This is an optimization exercise on Yosys and OpenROAD, whose aim is small area and a short achievable clock period, not a production implementation.
In this exercise RTL edits were held to simulation tests only and were not proved equivalent to the original.
Power is estimated from default activity; no workload was simulated.

==> run C: inputs <==
==> flow/design.v (excerpt) <==
module wb_regfile_top #(
  parameter int ADDR_W = 3
) (
  input  logic              clk,
  input  logic              rst,
  input  logic              wb_v,
  input  logic              ld_gpr1,
  input  logic              ld_gpr2,
  input  logic              ld_gpr3,
  input  logic              dcache_write,
  input  logic              ld_flags,
  input  logic [31:0]       flags_affected,
  input  logic [31:0]       new_flags,
  input  logic              is_cmps_first,
  input  logic              is_cmps_second,
  input  logic              is_repne_first,
  input  logic [1:0]        datasize,
  input  logic [31:0]       alu_result,
  input  logic [31:0]       cmps_pointer,
  input  logic [31:0]       count,
  input  logic [31:0]       address,
  input  logic [ADDR_W-1:0] dr1,
  input  logic [ADDR_W-1:0] dr2,
  input  logic [ADDR_W-1:0] dr3,
  input  logic [ADDR_W-1:0] rd_addr_a,
  input  logic [ADDR_W-1:0] rd_addr_b,
  output logic [31:0]       rd_data_a,
  output logic [31:0]       rd_data_b,
  output logic [31:0]       flags,
  output logic              dcache_we,
  output logic [31:0]       dcache_data,
  output logic [31:0]       dcache_addr,
  output logic [1:0]        dcache_size,
  output logic              repne_done
);
  logic [7:0]       s3, s2;
  logic [7:0][2:0]  s1, w;
  logic [3:0][7:0]  sel_a, sel_b;
  logic [31:0]      d1n, d2n, d3n;
  logic [6:0]       fl_q;
  logic [31:0]      next_pointer_n, first_pointer, next_count_zn;
  logic [31:0]      wd1;
  logic [7:0][31:0] reg_q;
  writeback_stage writeback_stage_i (
    .clk            (clk),
    .rst            (rst),
    .wb_v           (wb_v),
    .ld_gpr1        (ld_gpr1),
    .ld_gpr2        (ld_gpr2),
    .ld_gpr3        (ld_gpr3),
  ...
export LEC_CHECK = 0
export CAP_MARGIN = 20
export CORE_MARGIN = 2
export CORE_UTILIZATION = 38
export CTS_BUF_LIST = sky130_fd_sc_hd__clkbuf_4 sky130_fd_sc_hd__clkbuf_8
export CTS_CLUSTER_DIAMETER = 60
export CTS_CLUSTER_SIZE = 12
export SETUP_SLACK_MARGIN = 2.5
export SLEW_MARGIN = 20
export SYNTH_HIERARCHICAL = 1
export TNS_END_PERCENT = 0
create_clock -name core_clock -period 5.5 [get_ports {clk}]
standard.sh (not shown) runs the stock make flow with config.mk's settings and CLKGATE_MAP_FILE= SYNTH_SCRIPT=/design/flow/synth_recipe.tcl, a recipe that flattens the netlist after the stock synthesis.
==> flow/flow/run.sh <==
#!/bin/bash
# Layout flow: the standard flow, with two changes:
#  - synthesis runs synth_recipe.tcl unchanged except that abc maps the logic
#    with flow/abc.script (a plain area-recovering mapping) instead of ORFS's
#    speed script;
#  - the port buffers are the smallest buffer cell, left to the resizer to upsize.
set -euo pipefail
W=$PWD
cat > $W/my_synth.tcl <<EOS
proc abc {args} {
  set i [lsearch -exact \$args -script]
  if {\$i >= 0} { lset args [expr {\$i + 1}] $W/flow/abc.script }
  yosys abc {*}\$args
}
source $W/synth_recipe.tcl
EOS
ARGS=(SYNTH_SCRIPT=$W/my_synth.tcl "BUFFER_PORTS_ARGS=-buffer_cell sky130_fd_sc_hd__buf_1")
bash standard.sh "${ARGS[@]}" synth > $W/synth.log 2>&1
bash standard.sh "${ARGS[@]}" finish > $W/layout.log 2>&1
==> flow/flow/abc.script <==
&get -n
&st
&dch
&nf
&put
==> run G (differences from run C) <==
--- a/flow/design.v
+++ b/flow/design.v
@@ -37,26 +37,14 @@
 endpackage
 module g_nor2 (input logic a, input logic b, output logic y);
   assign y = ~(a | b);
 endmodule
 module g_nand2 (input logic a, input logic b, output logic y);
   assign y = ~(a & b);
 endmodule
-module g_inv (input logic a, output logic y);
-  assign y = ~a;
-endmodule
-module g_nand3 (input logic a, input logic b, input logic c, output logic y);
-  assign y = ~(a & b & c);
-endmodule
-module g_mux2i (input logic s, input logic a1, input logic a0, output logic y);
-  assign y = ~(s ? a1 : a0);
-endmodule
-module g_nor3 (input logic a, input logic b, input logic c, output logic y);
-  assign y = ~(a | b | c);
-endmodule
 `timescale 1ns/100ps
 module and_prefix #(
   parameter int N = 32
 ) (
   input  logic [N-1:0] x,
   output logic [N-1:0] p
 );
@@ -140,35 +128,32 @@
   input  logic [31:0] pointer,
   input  logic [31:0] count,
   output logic [31:0] next_pointer_n,   
   output logic [31:0] first_pointer,
   output logic [31:0] next_count_zn,    
   output logic        repne_done
 );
+  logic [3:0]  lo;
   logic [2:0]  addend;
-  logic [2:0]  lo;
-  logic [31:0] g;
-  logic [28:0] gp, x_hi;
   logic        t;
+  logic [28:0] g, gp;
   always_comb begin
     case (datasize)
       wb_pkg::size_byte: addend = dir_flag ? 3'b111 : 3'b001;
       wb_pkg::size_word: addend = dir_flag ? 3'b110 : 3'b010;
       default:           addend = 3'b100;
     endcase
   end
-  assign lo = pointer[2:0] + addend;
-  assign g  = pointer ^ {32{dir_flag}};
-  assign t  = g[2] & (datasize[1] | g[1]) & (datasize[1] | datasize[0] | g[0]);
-  and_prefix #(.N(29)) ptr_pfx_i (.x(g[31:3]), .p(gp));
-  assign x_hi = pointer[31:3] ^ gp;
-  for (genvar b = 0; b < 29; b++) begin : g_np
-    g_mux2i np_i (.s(t), .a1(x_hi[b]), .a0(pointer[b+3]), .y(next_pointer_n[b+3]));
-  end
-  assign next_pointer_n[2:0] = ~lo;
+  assign lo = {1'b0, pointer[2:0]} + {1'b0, addend};
+  assign t  = lo[3] ^ dir_flag;
+  assign g  = pointer[31:3] ^ {29{dir_flag}};
+  and_prefix #(.N(29)) ptr_pfx_i (.x(g), .p(gp));
+  logic [31:0] next_pointer;
+  assign next_pointer   = {pointer[31:3] ^ ({29{t}} & gp), lo[2:0]};
+  assign next_pointer_n = ~next_pointer;
   logic [31:0] count_q;
   logic [31:0] count_base;
   logic [31:0] zp;
   logic        ld_fp;
   logic [31:0] fp_d;
   assign ld_fp = v && is_cmps_first;
   for (genvar b = 0; b < 32; b++) begin : g_fp
@@ -292,87 +277,74 @@
     );
   end
   always_ff @(posedge clk) begin
     q <= d;
   end
 endmodule
 `timescale 1ns/100ps
-module gpr_rgrp2
+module gpr_rgrp3
 (
-  input  logic [1:0] sel,
-  input  logic [1:0] d,
+  input  logic [2:0] sel,
+  input  logic [2:0] d,
   output logic       y_n
 );
   assign y_n = ~|(sel & d);
 endmodule
-module gpr_nand4
+module gpr_rgrp2
 (
-  input  logic [3:0] a,
-  output logic       y
+  input  logic [1:0] sel,
+  input  logic [1:0] d,
+  output logic       y_n
 );
-  assign y = ~&a;
+  assign y_n = ~|(sel & d);
 endmodule
 module gpr_rbit
 (
   input  logic [7:0] sel,
   input  logic [7:0] d,
   output logic       y
 );
-  logic [3:0] g_n;
-  for (genvar i = 0; i < 4; i++) begin : g_grp
-    gpr_rgrp2 grp_i (.sel(sel[2*i+1:2*i]), .d(d[2*i+1:2*i]), .y_n(g_n[i]));
-  end
-  gpr_nand4 or_i (.a(g_n), .y(y));
+  logic [2:0] g_n;
+  gpr_rgrp3 grp0_i (.sel(sel[2:0]), .d(d[2:0]), .y_n(g_n[0]));
+  gpr_rgrp3 grp1_i (.sel(sel[5:3]), .d(d[5:3]), .y_n(g_n[1]));
+  gpr_rgrp2 grp2_i (.sel(sel[7:6]), .d(d[7:6]), .y_n(g_n[2]));
+  assign y = ~&g_n;
 endmodule
 module gpr_read_port
 (
   input  logic [7:0][31:0] reg_q,
-  input  logic [3:0][7:0]  sel,      
+  input  logic [7:0]       sel,
   output logic [31:0]      rd_data
 );
   for (genvar b = 0; b < 32; b++) begin : g_bit
     gpr_rbit rbit_i (
-      .sel (sel[b / 8]),
+      .sel (sel),
       .d   ({reg_q[7][b], reg_q[6][b], reg_q[5][b], reg_q[4][b],
              reg_q[3][b], reg_q[2][b], reg_q[1][b], reg_q[0][b]}),
       .y   (rd_data[b])
     );
   end
 endmodule
-module wd1_muxi
+module wd1_mux
 (
   input  logic        sel,
   input  logic [31:0] a,
   input  logic [31:0] b,
-  output logic [31:0] y_n
+  output logic [31:0] y
 );
-  assign y_n = ~(sel ? a : b);
+  assign y = sel ? a : b;
 endmodule
 module inv32
 (
   input  logic [31:0] a,
   output logic [31:0] y
 );
   assign y = ~a;
 endmodule
-module rd_decode
-(
-  input  logic [2:0] a,
-  input  logic [2:0] a_n,
-  output logic [7:0] sel
-);
-  for (genvar r = 0; r < 8; r++) begin : g_r
-    g_nor3 nor_i (
-      .a (r[0] ? a_n[0] : a[0]),
-      .b (r[1] ? a_n[1] : a[1]),
-      .c (r[2] ? a_n[2] : a[2]),
-      .y (sel[r])
-    );
-  end
-endmodule
+`timescale 1ns/100ps
 module wb_regfile_top #(
   parameter int ADDR_W = 3
 ) (
   input  logic              clk,
   input  logic              rst,
   input  logic              wb_v,
   input  logic              ld_gpr1,
@@ -402,15 +374,15 @@
   output logic [31:0]       dcache_data,
   output logic [31:0]       dcache_addr,
   output logic [1:0]        dcache_size,
   output logic              repne_done
 );
   logic [7:0]       s3, s2;
   logic [7:0][2:0]  s1, w;
-  logic [3:0][7:0]  sel_a, sel_b;
+  logic [7:0]       sel_a, sel_b;
   logic [31:0]      d1n, d2n, d3n;
   logic [6:0]       fl_q;
   logic [31:0]      next_pointer_n, first_pointer, next_count_zn;
   logic [31:0]      wd1;
   logic [7:0][31:0] reg_q;
   writeback_stage writeback_stage_i (
     .clk            (clk),
@@ -446,16 +418,16 @@
     .pointer        (cmps_pointer),
     .count          (count),
     .next_pointer_n (next_pointer_n),
     .first_pointer  (first_pointer),
     .next_count_zn  (next_count_zn),
     .repne_done     (repne_done)
   );
-  wd1_muxi wd1_mux_i (.sel(is_cmps_first), .a(first_pointer), .b(alu_result), .y_n(d1n));
-  inv32 wd1_inv_i (.a(d1n), .y(wd1));
+  wd1_mux wd1_mux_i (.sel(is_cmps_first), .a(first_pointer), .b(alu_result), .y(wd1));
+  inv32 wd1_inv_i (.a(wd1), .y(d1n));
   assign d2n = next_pointer_n;
   assign d3n = next_count_zn;
   for (genvar i = 0; i < 8; i++) begin : g_gpr
     gpr_slice gpr_slice_i (
       .clk (clk),
       .s3  (s3[i]),
       .s2  (s2[i]),
@@ -463,22 +435,17 @@
       .w   (w[i]),
       .d3n (d3n),
       .d2n (d2n),
       .d1n (d1n),
       .q   (reg_q[i])
     );
   end
-  logic [2:0] rd_addr_a_n, rd_addr_b_n;
-  for (genvar i = 0; i < 3; i++) begin : g_ra_n
-    g_inv inv_a_i (.a(rd_addr_a[i]), .y(rd_addr_a_n[i]));
-    g_inv inv_b_i (.a(rd_addr_b[i]), .y(rd_addr_b_n[i]));
-  end
-  for (genvar k = 0; k < 4; k++) begin : g_dec
-    rd_decode dec_a_i (.a(rd_addr_a), .a_n(rd_addr_a_n), .sel(sel_a[k]));
-    rd_decode dec_b_i (.a(rd_addr_b), .a_n(rd_addr_b_n), .sel(sel_b[k]));
+  for (genvar i = 0; i < 8; i++) begin : g_sel
+    assign sel_a[i] = (rd_addr_a == 3'(i));
+    assign sel_b[i] = (rd_addr_b == 3'(i));
   end
   gpr_read_port read_a_i (.reg_q(reg_q), .sel(sel_a), .rd_data(rd_data_a));
   gpr_read_port read_b_i (.reg_q(reg_q), .sel(sel_b), .rd_data(rd_data_b));
   assign flags = {20'd0, fl_q[6], fl_q[5], 2'b00, fl_q[4], fl_q[3], 1'b0,
                   fl_q[2], 1'b0, fl_q[1], 1'b0, fl_q[0]};
   assign dcache_we   = wb_v && dcache_write;
   assign dcache_data = wd1;
--- a/flow/config.mk
+++ b/flow/config.mk
@@ -6,12 +6,12 @@
 export NUM_CORES = 4
 export LEC_CHECK = 0
 export CAP_MARGIN = 20
 export CORE_MARGIN = 2
 export CORE_UTILIZATION = 38
 export CTS_BUF_LIST = sky130_fd_sc_hd__clkbuf_4 sky130_fd_sc_hd__clkbuf_8
 export CTS_CLUSTER_DIAMETER = 60
-export CTS_CLUSTER_SIZE = 12
+export CTS_CLUSTER_SIZE = 16
 export SETUP_SLACK_MARGIN = 2.5
 export SLEW_MARGIN = 20
 export SYNTH_HIERARCHICAL = 1
 export TNS_END_PERCENT = 0
==> flow_summary.yaml <==
setup_path:
  slowest_stage: "nand4_1"
  timing.rr.end: "g_gpr[2].gpr_slice_i.q[31]"
  crit_end: "rd_data_b[25]"
final_layout:
  nonClkBufAreaFrac_pct: 12.04
  postLayoutCellArea_um2: 23930
  syn2layout_area_growth_pct: 29.42
  seq_share_pct: 27.37
routing:
  wl_um: 92670
pwr:
  netSwitchingFraction_pct: 35.42
sta:
  worstMarginPinSlew_ps: 1243
status:
  outcome: "complete, no violations"
global_routing:
  track_usage_pct: 34.96
[end of results for run C]
==> flow_summary.yaml <==
sta:
  worstMarginPinSlew_ps: 1271
routing:
  wl_um: 90880
final_layout:
  postLayoutCellArea_um2: 21760
  syn2layout_area_growth_pct: 21.34
setup_path:
  timing.rr.end: "g_gpr[4].gpr_slice_i.q[29]"
  slowest_stage: "buf_6"
global_routing:
  track_usage_pct: 33.54
pwr:
  netSwitchingFraction_pct: 35.14
status:
  outcome: "complete, no violations"
[end of results for run G]

[separate check: timing with driven ports]
Ports are ideal in the flow. The routed layouts listed here were re-timed in OpenROAD.
Step 1 (the two cells are an assumption about what drives the block):
set clk [get_ports {clk}]
set_driving_cell -lib_cell sky130_fd_sc_hd__clkbuf_16 $clk
set_driving_cell -lib_cell sky130_fd_sc_hd__buf_2 [delete_from_list [all_inputs] $clk]
Step 2, shift: input delay + t, output delay - t, t = (earliest + latest rising clock arrival at the registers) / 2. This alone moves slack from input paths to output paths.
a / b / c = ideal ports / drivers / drivers and shift; a / b = the first two.
| run | shift t [ns] | setup slack, ns | latest minus earliest clock arrival (ns) |
|---|---|---|---|
| run C | 0.673 | 1.989 / 1.962 / 1.494 | 0.020 / 0.021 |
| run G | 0.706 | 1.809 / 1.689 / 1.346 | 0.049 / 0.050 |
After both steps setup and hold are still met in every run listed. For run C, which loses most, drivers alone change the setup slack by -0.027 ns; drivers and shift together by -0.495 ns.
